From an optimization exercise on the open Yosys and OpenROAD flow, aimed at small area, a short achievable clock period and few clock cycles; shortcuts taken in it are not production practice.
Only simulation tests tie the RTL to the original design; equivalence was not proved.
Power and IR drop assume default switching activity.

===== flow/design.v =====
package md5_pkg;
   localparam int WORD_W       = 32;
   localparam int COUNT_W      = 3;
   localparam int BLOCK_WORDS  = 16;
   localparam int WIDX_W       = 4;
   localparam int FILL_W       = 6;
   localparam int LEN_W        = 61;
   localparam int ROUND_W      = 6;
   localparam int ROT_W        = 5;
   localparam int DIGEST_WORDS = 4;
   localparam int DIDX_W       = 2;
   localparam logic [COUNT_W-1:0] WORD_BYTES  = 3'd4;
   localparam logic [7:0]         PAD_BYTE    = 8'h80;
   localparam logic [ROUND_W-1:0] ROUND_LAST  = 6'd63;
   localparam logic [DIDX_W-1:0]  DIGEST_LAST = 2'd3;
   localparam logic [WIDX_W-1:0]  LEN_LO_IDX  = 4'd14;
   localparam logic [WIDX_W-1:0]  LEN_HI_IDX  = 4'd15;
   localparam logic [1:0] GRP_F = 2'd0;
   localparam logic [1:0] GRP_G = 2'd1;
   localparam logic [1:0] GRP_H = 2'd2;
   localparam logic [1:0] GRP_I = 2'd3;
   localparam logic [WORD_W-1:0] INIT_A = 32'h67452301;
   localparam logic [WORD_W-1:0] INIT_B = 32'hefcdab89;
   localparam logic [WORD_W-1:0] INIT_C = 32'h98badcfe;
   localparam logic [WORD_W-1:0] INIT_D = 32'h10325476;
   typedef enum logic [2:0] {
      ST_IDLE,
      ST_PAD,
      ST_LENGTH,
      ST_LOAD,
      ST_ROUNDS,
      ST_FOLD,
      ST_EMIT
   } md5_state_type;
   typedef enum logic [1:0] {
      PH_DATA,
      PH_PAD,
      PH_FINAL
   } md5_phase_type;
   typedef struct packed {
      logic              load_word;
      logic              pad;
      logic              clear;
      logic              length;
      logic              start;
      logic              round;
      logic              fold;
      logic              restart;
      logic [DIDX_W-1:0] emit_index;
   } md5_cmd_type;
   typedef struct packed {
      logic block_full;
      logic pad_two;
      logic round_last;
   } md5_status_type;
   function automatic logic [WORD_W-1:0] md5_round_add(input logic [ROUND_W-1:0] r);
      case (r)
         6'd0:  md5_round_add = 32'hd76aa478;
         6'd1:  md5_round_add = 32'he8c7b756;
         6'd2:  md5_round_add = 32'h242070db;
         6'd3:  md5_round_add = 32'hc1bdceee;
         6'd4:  md5_round_add = 32'hf57c0faf;
         6'd5:  md5_round_add = 32'h4787c62a;
         6'd6:  md5_round_add = 32'ha8304613;
         6'd7:  md5_round_add = 32'hfd469501;
         6'd8:  md5_round_add = 32'h698098d8;
         6'd9:  md5_round_add = 32'h8b44f7af;
         6'd10: md5_round_add = 32'hffff5bb1;
         6'd11: md5_round_add = 32'h895cd7be;
         6'd12: md5_round_add = 32'h6b901122;
         6'd13: md5_round_add = 32'hfd987193;
         6'd14: md5_round_add = 32'ha679438e;
         6'd15: md5_round_add = 32'h49b40821;
         6'd16: md5_round_add = 32'hf61e2562;
         6'd17: md5_round_add = 32'hc040b340;
         6'd18: md5_round_add = 32'h265e5a51;
         6'd19: md5_round_add = 32'he9b6c7aa;
         6'd20: md5_round_add = 32'hd62f105d;
         6'd21: md5_round_add = 32'h02441453;
         6'd22: md5_round_add = 32'hd8a1e681;
         6'd23: md5_round_add = 32'he7d3fbc8;
         6'd24: md5_round_add = 32'h21e1cde6;
         6'd25: md5_round_add = 32'hc33707d6;
         6'd26: md5_round_add = 32'hf4d50d87;
         6'd27: md5_round_add = 32'h455a14ed;
         6'd28: md5_round_add = 32'ha9e3e905;
         6'd29: md5_round_add = 32'hfcefa3f8;
         6'd30: md5_round_add = 32'h676f02d9;
         6'd31: md5_round_add = 32'h8d2a4c8a;
         6'd32: md5_round_add = 32'hfffa3942;
         6'd33: md5_round_add = 32'h8771f681;
         6'd34: md5_round_add = 32'h6d9d6122;
         6'd35: md5_round_add = 32'hfde5380c;
         6'd36: md5_round_add = 32'ha4beea44;
         6'd37: md5_round_add = 32'h4bdecfa9;
         6'd38: md5_round_add = 32'hf6bb4b60;
         6'd39: md5_round_add = 32'hbebfbc70;
         6'd40: md5_round_add = 32'h289b7ec6;
         6'd41: md5_round_add = 32'heaa127fa;
         6'd42: md5_round_add = 32'hd4ef3085;
         6'd43: md5_round_add = 32'h04881d05;
         6'd44: md5_round_add = 32'hd9d4d039;
         6'd45: md5_round_add = 32'he6db99e5;
         6'd46: md5_round_add = 32'h1fa27cf8;
         6'd47: md5_round_add = 32'hc4ac5665;
         6'd48: md5_round_add = 32'hf4292244;
         6'd49: md5_round_add = 32'h432aff97;
         6'd50: md5_round_add = 32'hab9423a7;
         6'd51: md5_round_add = 32'hfc93a039;
         6'd52: md5_round_add = 32'h655b59c3;
         6'd53: md5_round_add = 32'h8f0ccc92;
         6'd54: md5_round_add = 32'hffeff47d;
         6'd55: md5_round_add = 32'h85845dd1;
         6'd56: md5_round_add = 32'h6fa87e4f;
         6'd57: md5_round_add = 32'hfe2ce6e0;
         6'd58: md5_round_add = 32'ha3014314;
         6'd59: md5_round_add = 32'h4e0811a1;
         6'd60: md5_round_add = 32'hf7537e82;
         6'd61: md5_round_add = 32'hbd3af235;
         6'd62: md5_round_add = 32'h2ad7d2bb;
         default: md5_round_add = 32'heb86d391;
      endcase
   endfunction
   function automatic logic [ROT_W-1:0] md5_rot_amount(input logic [ROUND_W-1:0] r);
      case ({r[5:4], r[1:0]})
         4'd0:  md5_rot_amount = 5'd7;
         4'd1:  md5_rot_amount = 5'd12;
         4'd2:  md5_rot_amount = 5'd17;
         4'd3:  md5_rot_amount = 5'd22;
         4'd4:  md5_rot_amount = 5'd5;
         4'd5:  md5_rot_amount = 5'd9;
         4'd6:  md5_rot_amount = 5'd14;
         4'd7:  md5_rot_amount = 5'd20;
         4'd8:  md5_rot_amount = 5'd4;
         4'd9:  md5_rot_amount = 5'd11;
         4'd10: md5_rot_amount = 5'd16;
         4'd11: md5_rot_amount = 5'd23;
         4'd12: md5_rot_amount = 5'd6;
         4'd13: md5_rot_amount = 5'd10;
         4'd14: md5_rot_amount = 5'd15;
         default: md5_rot_amount = 5'd21;
      endcase
   endfunction
   function automatic logic [WIDX_W-1:0] md5_msg_index(input logic [ROUND_W-1:0] r);
      logic [WIDX_W-1:0] lo;
      lo = r[3:0];
      case (r[5:4])
         GRP_F:   md5_msg_index = lo;
         GRP_G:   md5_msg_index = 4'((lo << 2) + lo + 4'd1);
         GRP_H:   md5_msg_index = 4'((lo << 1) + lo + 4'd5);
         default: md5_msg_index = 4'((lo << 3) - lo);
      endcase
   endfunction
   function automatic logic [WORD_W-1:0] md5_mix(input logic [1:0] grp,
                                                 input logic [WORD_W-1:0] b,
                                                 input logic [WORD_W-1:0] c,
                                                 input logic [WORD_W-1:0] d);
      case (grp)
         GRP_F:   md5_mix = (b & c) | (~b & d);
         GRP_G:   md5_mix = (b & d) | (c & ~d);
         GRP_H:   md5_mix = b ^ c ^ d;
         default: md5_mix = c ^ (b | ~d);
      endcase
   endfunction
   function automatic logic [WORD_W-1:0] md5_rotl(input logic [WORD_W-1:0] v,
                                                  input logic [ROT_W-1:0] s);
      logic [2*WORD_W-1:0] dbl;
      dbl = {v, v} << s;
      md5_rotl = dbl[2*WORD_W-1:WORD_W];
   endfunction
endpackage
module md5_control (
   input  logic                     clock,
   input  logic                     reset,
   input  logic                     req_valid,
   input  logic                     req_last,
   output logic                     req_ready,
   output logic                     rsp_valid,
   input  logic                     rsp_ready,
   input  md5_pkg::md5_status_type  status,
   output md5_pkg::md5_cmd_type     cmd
);
   md5_pkg::md5_state_type      state_ff, state_in;
   md5_pkg::md5_phase_type      phase_ff, phase_in;
   logic                        last_ff, last_in;
   logic [md5_pkg::DIDX_W-1:0]  emit_ff, emit_in;
   always_comb begin
      state_in = state_ff;
      phase_in = phase_ff;
      last_in  = last_ff;
      emit_in  = emit_ff;
      case (state_ff)
         md5_pkg::ST_IDLE: begin
            if (req_valid) begin
               last_in = req_last;
               if (status.block_full) begin
                  phase_in = md5_pkg::PH_DATA;
                  state_in = md5_pkg::ST_LOAD;
               end else if (req_last) begin
                  state_in = md5_pkg::ST_PAD;
               end
            end
         end
         md5_pkg::ST_PAD: begin
            phase_in = status.pad_two ? md5_pkg::PH_PAD : md5_pkg::PH_FINAL;
            state_in = md5_pkg::ST_LOAD;
         end
         md5_pkg::ST_LENGTH: begin
            phase_in = md5_pkg::PH_FINAL;
            state_in = md5_pkg::ST_LOAD;
         end
         md5_pkg::ST_LOAD: begin
            state_in = md5_pkg::ST_ROUNDS;
         end
         md5_pkg::ST_ROUNDS: begin
            if (status.round_last) begin
               state_in = md5_pkg::ST_FOLD;
            end
         end
         md5_pkg::ST_FOLD: begin
            case (phase_ff)
               md5_pkg::PH_DATA:  state_in = last_ff ? md5_pkg::ST_PAD : md5_pkg::ST_IDLE;
               md5_pkg::PH_PAD:   state_in = md5_pkg::ST_LENGTH;
               default: begin
                  emit_in  = '0;
                  state_in = md5_pkg::ST_EMIT;
               end
            endcase
         end
         md5_pkg::ST_EMIT: begin
            if (rsp_ready) begin
               if (emit_ff == md5_pkg::DIGEST_LAST) begin
                  last_in  = 1'b0;
                  state_in = md5_pkg::ST_IDLE;
               end else begin
                  emit_in = emit_ff + 2'd1;
               end
            end
         end
         default: state_in = md5_pkg::ST_IDLE;
      endcase
   end
   always_comb begin
      req_ready      = 1'b0;
      rsp_valid      = 1'b0;
      cmd            = '0;
      cmd.emit_index = emit_ff;
      case (state_ff)
         md5_pkg::ST_IDLE: begin
            req_ready     = 1'b1;
            cmd.load_word = req_valid;
         end
         md5_pkg::ST_PAD: begin
            cmd.pad    = 1'b1;
            cmd.length = !status.pad_two;
         end
         md5_pkg::ST_LENGTH: begin
            cmd.clear  = 1'b1;
            cmd.length = 1'b1;
         end
         md5_pkg::ST_LOAD:   cmd.start = 1'b1;
         md5_pkg::ST_ROUNDS: cmd.round = 1'b1;
         md5_pkg::ST_FOLD:   cmd.fold  = 1'b1;
         md5_pkg::ST_EMIT: begin
            rsp_valid   = 1'b1;
            cmd.restart = rsp_ready && (emit_ff == md5_pkg::DIGEST_LAST);
         end
         default: cmd = '0;
      endcase
   end
   always_ff @(posedge clock) begin
      if (reset) begin
         state_ff <= md5_pkg::ST_IDLE;
         phase_ff <= md5_pkg::PH_DATA;
         last_ff  <= 1'b0;
         emit_ff  <= '0;
      end else begin
         state_ff <= state_in;
         phase_ff <= phase_in;
         last_ff  <= last_in;
         emit_ff  <= emit_in;
      end
   end
endmodule
module md5_datapath (
   input  logic                            clock,
   input  logic                            reset,
   input  md5_pkg::md5_cmd_type            cmd,
   input  logic [md5_pkg::WORD_W-1:0]      message_word,
   input  logic [md5_pkg::COUNT_W-1:0]     valid_bytes,
   input  logic                            last_item,
   output md5_pkg::md5_status_type         status,
   output logic [md5_pkg::WORD_W-1:0]      digest_word
);
   logic [md5_pkg::WORD_W-1:0]  chain_ff [md5_pkg::DIGEST_WORDS];
   logic [md5_pkg::WORD_W-1:0]  chain_in [md5_pkg::DIGEST_WORDS];
   logic [md5_pkg::WORD_W-1:0]  block_ff [md5_pkg::BLOCK_WORDS];
   logic [md5_pkg::WORD_W-1:0]  block_in [md5_pkg::BLOCK_WORDS];
   logic [md5_pkg::FILL_W-1:0]  fill_ff, fill_in;
   logic [md5_pkg::LEN_W-1:0]   len_ff, len_in;
   logic [md5_pkg::ROUND_W-1:0] round_ff, round_in;
   logic [md5_pkg::WORD_W-1:0]  wa_ff, wb_ff, wc_ff, wd_ff;
   logic [md5_pkg::WORD_W-1:0]  wa_in, wb_in, wc_in, wd_in;
   logic [md5_pkg::COUNT_W-1:0] count;
   logic [md5_pkg::FILL_W:0]    fill_sum;
   logic [md5_pkg::WORD_W-1:0]  masked_word;
   logic [md5_pkg::WORD_W-1:0]  pad_word;
   logic [md5_pkg::WIDX_W-1:0]  load_idx;
   logic [md5_pkg::WIDX_W-1:0]  pad_idx;
   logic [1:0]                  pad_lane;
   logic [2*md5_pkg::WORD_W-1:0] bit_len;
   logic [md5_pkg::WORD_W-1:0]  round_sum;
   assign count = (!last_item || valid_bytes > md5_pkg::WORD_BYTES)
                  ? md5_pkg::WORD_BYTES : valid_bytes;
   assign fill_sum = {1'b0, fill_ff} + (md5_pkg::FILL_W+1)'(count);
   assign load_idx = fill_ff[5:2];
   assign pad_idx  = fill_ff[5:2];
   assign pad_lane = fill_ff[1:0];
   assign bit_len  = {len_ff, 3'b000};
   always_comb begin
      for (int j = 0; j < 4; j++) begin
         masked_word[8*j +: 8] = (3'(j) < count) ? message_word[8*j +: 8] : 8'h00;
         if (2'(j) < pad_lane) begin
            pad_word[8*j +: 8] = block_ff[pad_idx][8*j +: 8];
         end else if (2'(j) == pad_lane) begin
            pad_word[8*j +: 8] = md5_pkg::PAD_BYTE;
         end else begin
            pad_word[8*j +: 8] = 8'h00;
         end
      end
   end
   always_comb begin
      for (int k = 0; k < md5_pkg::BLOCK_WORDS; k++) begin
         block_in[k] = block_ff[k];
         if (cmd.load_word && 4'(k) == load_idx) begin
            block_in[k] = masked_word;
         end
         if (cmd.pad) begin
            if (4'(k) == pad_idx) begin
               block_in[k] = pad_word;
            end else if (4'(k) > pad_idx) begin
               block_in[k] = '0;
            end
         end
         if (cmd.clear) begin
            block_in[k] = '0;
         end
         if (cmd.length && 4'(k) == md5_pkg::LEN_LO_IDX) begin
            block_in[k] = bit_len[md5_pkg::WORD_W-1:0];
         end
         if (cmd.length && 4'(k) == md5_pkg::LEN_HI_IDX) begin
            block_in[k] = bit_len[2*md5_pkg::WORD_W-1:md5_pkg::WORD_W];
         end
      end
   end
   always_comb begin
      round_sum = wa_ff
                + md5_pkg::md5_mix(round_ff[5:4], wb_ff, wc_ff, wd_ff)
                + block_ff[md5_pkg::md5_msg_index(round_ff)]
                + md5_pkg::md5_round_add(round_ff);
      wa_in    = wa_ff;
      wb_in    = wb_ff;
      wc_in    = wc_ff;
      wd_in    = wd_ff;
      round_in = round_ff;
      if (cmd.start) begin
         wa_in    = chain_ff[0];
         wb_in    = chain_ff[1];
         wc_in    = chain_ff[2];
         wd_in    = chain_ff[3];
         round_in = '0;
      end else if (cmd.round) begin
         wa_in    = wd_ff;
         wd_in    = wc_ff;
         wc_in    = wb_ff;
         wb_in    = wb_ff + md5_pkg::md5_rotl(round_sum, md5_pkg::md5_rot_amount(round_ff));
         round_in = round_ff + 6'd1;
      end
   end
   always_comb begin
      for (int n = 0; n < md5_pkg::DIGEST_WORDS; n++) chain_in[n] = chain_ff[n];
      fill_in  = fill_ff;
      len_in   = len_ff;
      if (cmd.load_word) begin
         fill_in = fill_sum[md5_pkg::FILL_W-1:0];
         len_in  = len_ff + md5_pkg::LEN_W'(count);
      end
      if (cmd.fold) begin
         chain_in[0] = chain_ff[0] + wa_ff;
         chain_in[1] = chain_ff[1] + wb_ff;
         chain_in[2] = chain_ff[2] + wc_ff;
         chain_in[3] = chain_ff[3] + wd_ff;
      end
      if (cmd.restart) begin
         chain_in[0] = md5_pkg::INIT_A;
         chain_in[1] = md5_pkg::INIT_B;
         chain_in[2] = md5_pkg::INIT_C;
         chain_in[3] = md5_pkg::INIT_D;
         fill_in     = '0;
         len_in      = '0;
      end
   end
   always_ff @(posedge clock) begin
      if (reset) begin
         chain_ff[0] <= md5_pkg::INIT_A;
         chain_ff[1] <= md5_pkg::INIT_B;
         chain_ff[2] <= md5_pkg::INIT_C;
         chain_ff[3] <= md5_pkg::INIT_D;
         fill_ff     <= '0;
         len_ff      <= '0;
         round_ff    <= '0;
      end else begin
         for (int n = 0; n < md5_pkg::DIGEST_WORDS; n++) chain_ff[n] <= chain_in[n];
         fill_ff  <= fill_in;
         len_ff   <= len_in;
         round_ff <= round_in;
      end
   end
   always_ff @(posedge clock) begin
      for (int k = 0; k < md5_pkg::BLOCK_WORDS; k++) block_ff[k] <= block_in[k];
      wa_ff    <= wa_in;
      wb_ff    <= wb_in;
      wc_ff    <= wc_in;
      wd_ff    <= wd_in;
   end
   assign status.block_full = fill_sum[md5_pkg::FILL_W];
   assign status.pad_two    = (fill_ff[5:3] == 3'b111);
   assign status.round_last = (round_ff == md5_pkg::ROUND_LAST);
   assign digest_word       = chain_ff[cmd.emit_index];
endmodule
module md5_message_digest (
   input  logic                            clock,
   input  logic                            reset,
   input  logic                            req_valid,
   output logic                            req_ready,
   input  logic [md5_pkg::WORD_W-1:0]      req_word,
   input  logic [md5_pkg::COUNT_W-1:0]     req_bytes,
   input  logic                            req_last,
   output logic                            rsp_valid,
   input  logic                            rsp_ready,
   output logic [md5_pkg::WORD_W-1:0]      rsp_word,
   output logic [md5_pkg::DIDX_W-1:0]      rsp_index,
   output logic                            rsp_done
);
   md5_pkg::md5_cmd_type    cmd;
   md5_pkg::md5_status_type status;
   md5_control u_control (
      .clock     (clock),
      .reset     (reset),
      .req_valid (req_valid),
      .req_last  (req_last),
      .req_ready (req_ready),
      .rsp_valid (rsp_valid),
      .rsp_ready (rsp_ready),
      .status    (status),
      .cmd       (cmd)
   );
   md5_datapath u_datapath (
      .clock        (clock),
      .reset        (reset),
      .cmd          (cmd),
      .message_word (req_word),
      .valid_bytes  (req_bytes),
      .last_item    (req_last),
      .status       (status),
      .digest_word  (rsp_word)
   );
   assign rsp_index = cmd.emit_index;
   assign rsp_done  = (cmd.emit_index == md5_pkg::DIGEST_LAST);
endmodule

===== flow/run.sh =====
#!/bin/bash
# synth_recipe.tcl (not shown) runs the flow's synth.tcl, then flattens the netlist and writes it again
# the make line also repeats each setting of config.mk as NAME=value (left out here)
make -C /OpenROAD-flow-scripts/flow DESIGN_CONFIG=/design/flow/config.mk WORK_HOME=/design/flow/orfs CLKGATE_MAP_FILE= SYNTH_SCRIPT=/design/flow/synth_recipe.tcl finish

===== flow/config.mk =====
export PLATFORM = sky130hd
export DESIGN_NAME = md5_message_digest
export DESIGN_NICKNAME = md5_message_digest
export VERILOG_FILES = /design/flow/design.v
export SDC_FILE = /design/flow/constraint.sdc
export NUM_CORES = 4
export LEC_CHECK = 0
export CAP_MARGIN = 20
export CORE_MARGIN = 2
export CORE_UTILIZATION = 40
export SLEW_MARGIN = 20

===== flow/constraint.sdc =====
create_clock -name core_clock -period 11.0 [get_ports {clock}]
set_input_delay 2.2000 -clock core_clock [delete_from_list [all_inputs] [get_ports {clock}]]
set_output_delay 2.2000 -clock core_clock [all_outputs]
set_load 0.01 [all_outputs]

==> reports/metrics.yaml <==
wl_per_cell_um: 29.6
final_antenna_net_count: 0
layout_common_cells: "nand2_1 (1127), nor2_1 (1083), a21oi_1 (770)"
path_delay_family: "compound AO/OA/AOI/OAI gates"
critPathMaxStageDelay_ps: 510
max-cap-violations: 0
setup_viol: 0
grt_pass1_vias: 60500
die_h_um: 391
final.period_utilization_pct: 98.2
critPathRequiredTime_ps: 11560
num_vias: 65200
synth_ff_type: "dfxtp_1"
drive_above_1_share_pct: 10.9
ys_async_sr_fraction_pct: 0
fill_cells: 14700
fmax_mhz: 92.6
overflow: 0
clk_path_buf_depth: 3
track_usage_pct: 37.4
worstPathMaxFanout: 8
dpl_cell_area_mm2: 0.0644
peakVddDrop_mv: 0.196
drc: 0
design.core.area_mm2: 0.148
final_common_cell: "nand2_1"
clk_latency_ps: 780
cp.arrival_ps: 11360
post-place-ws_ps: -603
cp.buffers_inverters: 14
synth_cells: 7995
initial_core_util_pct: 40.4
crit_type: "register to register"
cts_sinks: 886
leakage_nw: 27.1
htree_num_levels: 3
yosysUniqueCellTypes: 103
status: "timing/DRC/antenna clean"
synth_area_mm2: 0.0599
cts.clk_slew.worst_paths_ps: 60
io_buffers: 76
cpMostUsedCell: "buf_4"
syn_nets: 8324
numCtsBuffers: 105
tightest_slew_ps: 1250
synth-edff-count: 160
ff2ff_path_depth: 47
layout_min_cycle_time_ps: 10800
slew_headroom_pct: 16.2
slowest_stage: "or3b_2"
wirelength_um: 297000
utilization_pct: 46.5
row_count: 141
synthToLayoutAreaGrowth_pct: 15.1
die-area_mm2: 0.153
antenna_found_initial: 11
gp_congestion: 1.03
cts_root_buffer: "clkbuf_16"
hold_path_depth: 2
grt_max_degree: 192
fin_ws_ps: 199
grt_pass1_wl_um: 423000
critical_path_depth: 47
die_w_um: 391
ys_seq_area_share_pct: 32.3
maxSlewViolCount: 0
dr.first_iter.drc_count: 9507
skew_ps: 69.0
ioPinCount: 77
hold_viol: 0
via_per_inst: 6.49
synth_seq_cells: 886
nNetsFinal: 8352
hpwlAfterDp_um: 197000
cts_tree: "yes"
design_area_mm2: 0.0689
p_per_area_mw_per_mm2: 220
dr.pass1.iters: 11
ff2ff_setup_slack_ps: 200
hp-class: "register to register"
syn_area_per_cell_um2: 7.49
yosysWarnings: 6
start_kind: "register"
critPathCaptureType: "register"
[path summary, 6_finish.rpt]
check	from	to
worst min register to register	u_datapath.block_ff[2][30]	u_datapath.block_ff[2][30]
worst max register to register	u_datapath.round_ff[1]	u_datapath.wb_ff[31]
worst min-delay path	u_datapath.block_ff[2][30]	u_datapath.block_ff[2][30]
worst max-delay path	u_datapath.round_ff[1]	u_datapath.wb_ff[31]
[Yosys cell counts, types with 53 or more instances]
cell type | number | area (um^2)
a211oi_1 | 53 | 398
a21o_1 | 96 | 721
a21oi_1 | 778 | 3890
a221oi_1 | 96 | 841
a22o_1 | 69 | 604
a22oi_1 | 342 | 2570
a31oi_1 | 105 | 657
buf_1 | 56 | 210
clkbuf_1 | 531 | 1990
dfxtp_1 | 726 | 14500
edfxtp_1 | 160 | 4800
fa_1 | 70 | 1400
ha_1 | 219 | 2740
inv_1 | 271 | 1020
mux2i_1 | 66 | 661
nand2_1 | 1151 | 4320
nand3_1 | 170 | 851
nand4_1 | 69 | 432
nor2_1 | 1114 | 4180
nor3_1 | 86 | 430
o211ai_1 | 70 | 526
o21ai_0 | 646 | 3230
o22ai_1 | 114 | 713
xnor2_1 | 108 | 946
xor2_1 | 141 | 1230
[what timing repair did]
item                       4_1_cts  5_1_grt
gates cloned                     4        1
pin swaps                       11       22
setup buffers                   23       12
setup endpoints to repair        8       11
hold buffers                     0        0
gates resized for setup         19       62
[per-layer routing]
metal,vias to the layer above,part of all wire [%],track usage [%]
met3,1169,11,9.91
li1,28800,-,-
met2,4236,43,57.2
met1,31000,38,46.9
met4,12,7.7,23.1
met5,-,0.076,0
[flip-flops by register name, summed over array words and instances (netlist names), named ones only]
register,count
u_control.phase_ff,2
u_datapath.fill_ff,6
u_datapath.wc_ff,32
u_datapath.round_ff,6
u_datapath.block_ff,512
u_control.emit_ff,2
u_control.last_ff,1
u_datapath.wb_ff,32
u_datapath.len_ff,61
u_datapath.wd_ff,32
u_control.state_ff,3
u_datapath.wa_ff,32
u_datapath.chain_ff,128
[where the power goes]
group          internal [mW]  switching (mW)  leakage, nW
Clock                   2.16            1.61         1.80
Combinational           3.36            4.28         18.0
Sequential              3.61           0.162         7.33
[per-stage QoR]
stage	cells	hold slack (ps)	power, mW	TNS [ps]
3_5_place_dp	9803	473	11.0	-1630
5_1_grt	10000	507	15.9	-11.0
3_3_place_gp	9803	464	11.0	-583
2_1_floorplan	7995	434	8.16	0
6_report	10000	487	15.2	0
4_1_cts	10000	486	14.8	0
[logic make-up after synthesis]
family / synth area share, %
AND/OR/NAND/NOR: 20.3
XOR/XNOR: 3.68
adder cells (fa/ha/maj): 7.42
buffers and inverters: 5.55
flip-flops: 32.3
AO/OA/AOI/OAI: 28.5
multiplexers: 2.23
[final cells by class]
type                       count  area (um^2)  share of cell area (%)
tap                         1930         2410                    3.50
timing repair buffer         513         4410                    6.41
multi-input combinational   6240        38000                    55.2
sequential                   886        19300                    28.1
inverter                     277         1040                    1.51
antenna                        3         7.51                  0.0109
clock buffer                 142         3010                    4.37
clock inverter                55          638                   0.926
[worst register-to-register path, delay by kind of cell (launching register included)]
kind	cells	cell delay (ps)
xor gates and xnor gates	1	170
buffers and inverters	14	2210
and+or+nand+nor	7	1570
adders and majority gates	6	2060
muxes	6	1770
AOI/OAI and AO/OA	13	2500
DFF	1	320
Testbench counts, summed over its fixed seeds: cycles 55,840.

## port drivers added, routing unchanged
The flow's constraints put no driver on any port. The routed layout listed below was extracted and timed again, unchanged, in two steps.
Step 1 assumes that a clkbuf_16 drives the clock port and a buf_2 every other input.
Step 2 adds t to the input delays and takes it off the output delays; t is the mean of the earliest and latest rising clock arrival at the registers after step 1. Input paths then give back, and output paths get back, about the clock's delay inside the block.
Three values: ideal, step 1, step 2; two values: the first two.
shift t [ns]: 0.833
slack for setup (ns): 0.199 / 0.199 / 0.199
worst setup path at the end: register to register
clock arrival spread, ns: 0.071 / 0.071
worst data-port slew with drivers (ns): 0.07
After both steps this run still meets setup and hold. The setup slack of this run moves by 0.000 ns with the drivers and by 0.000 ns with both steps.
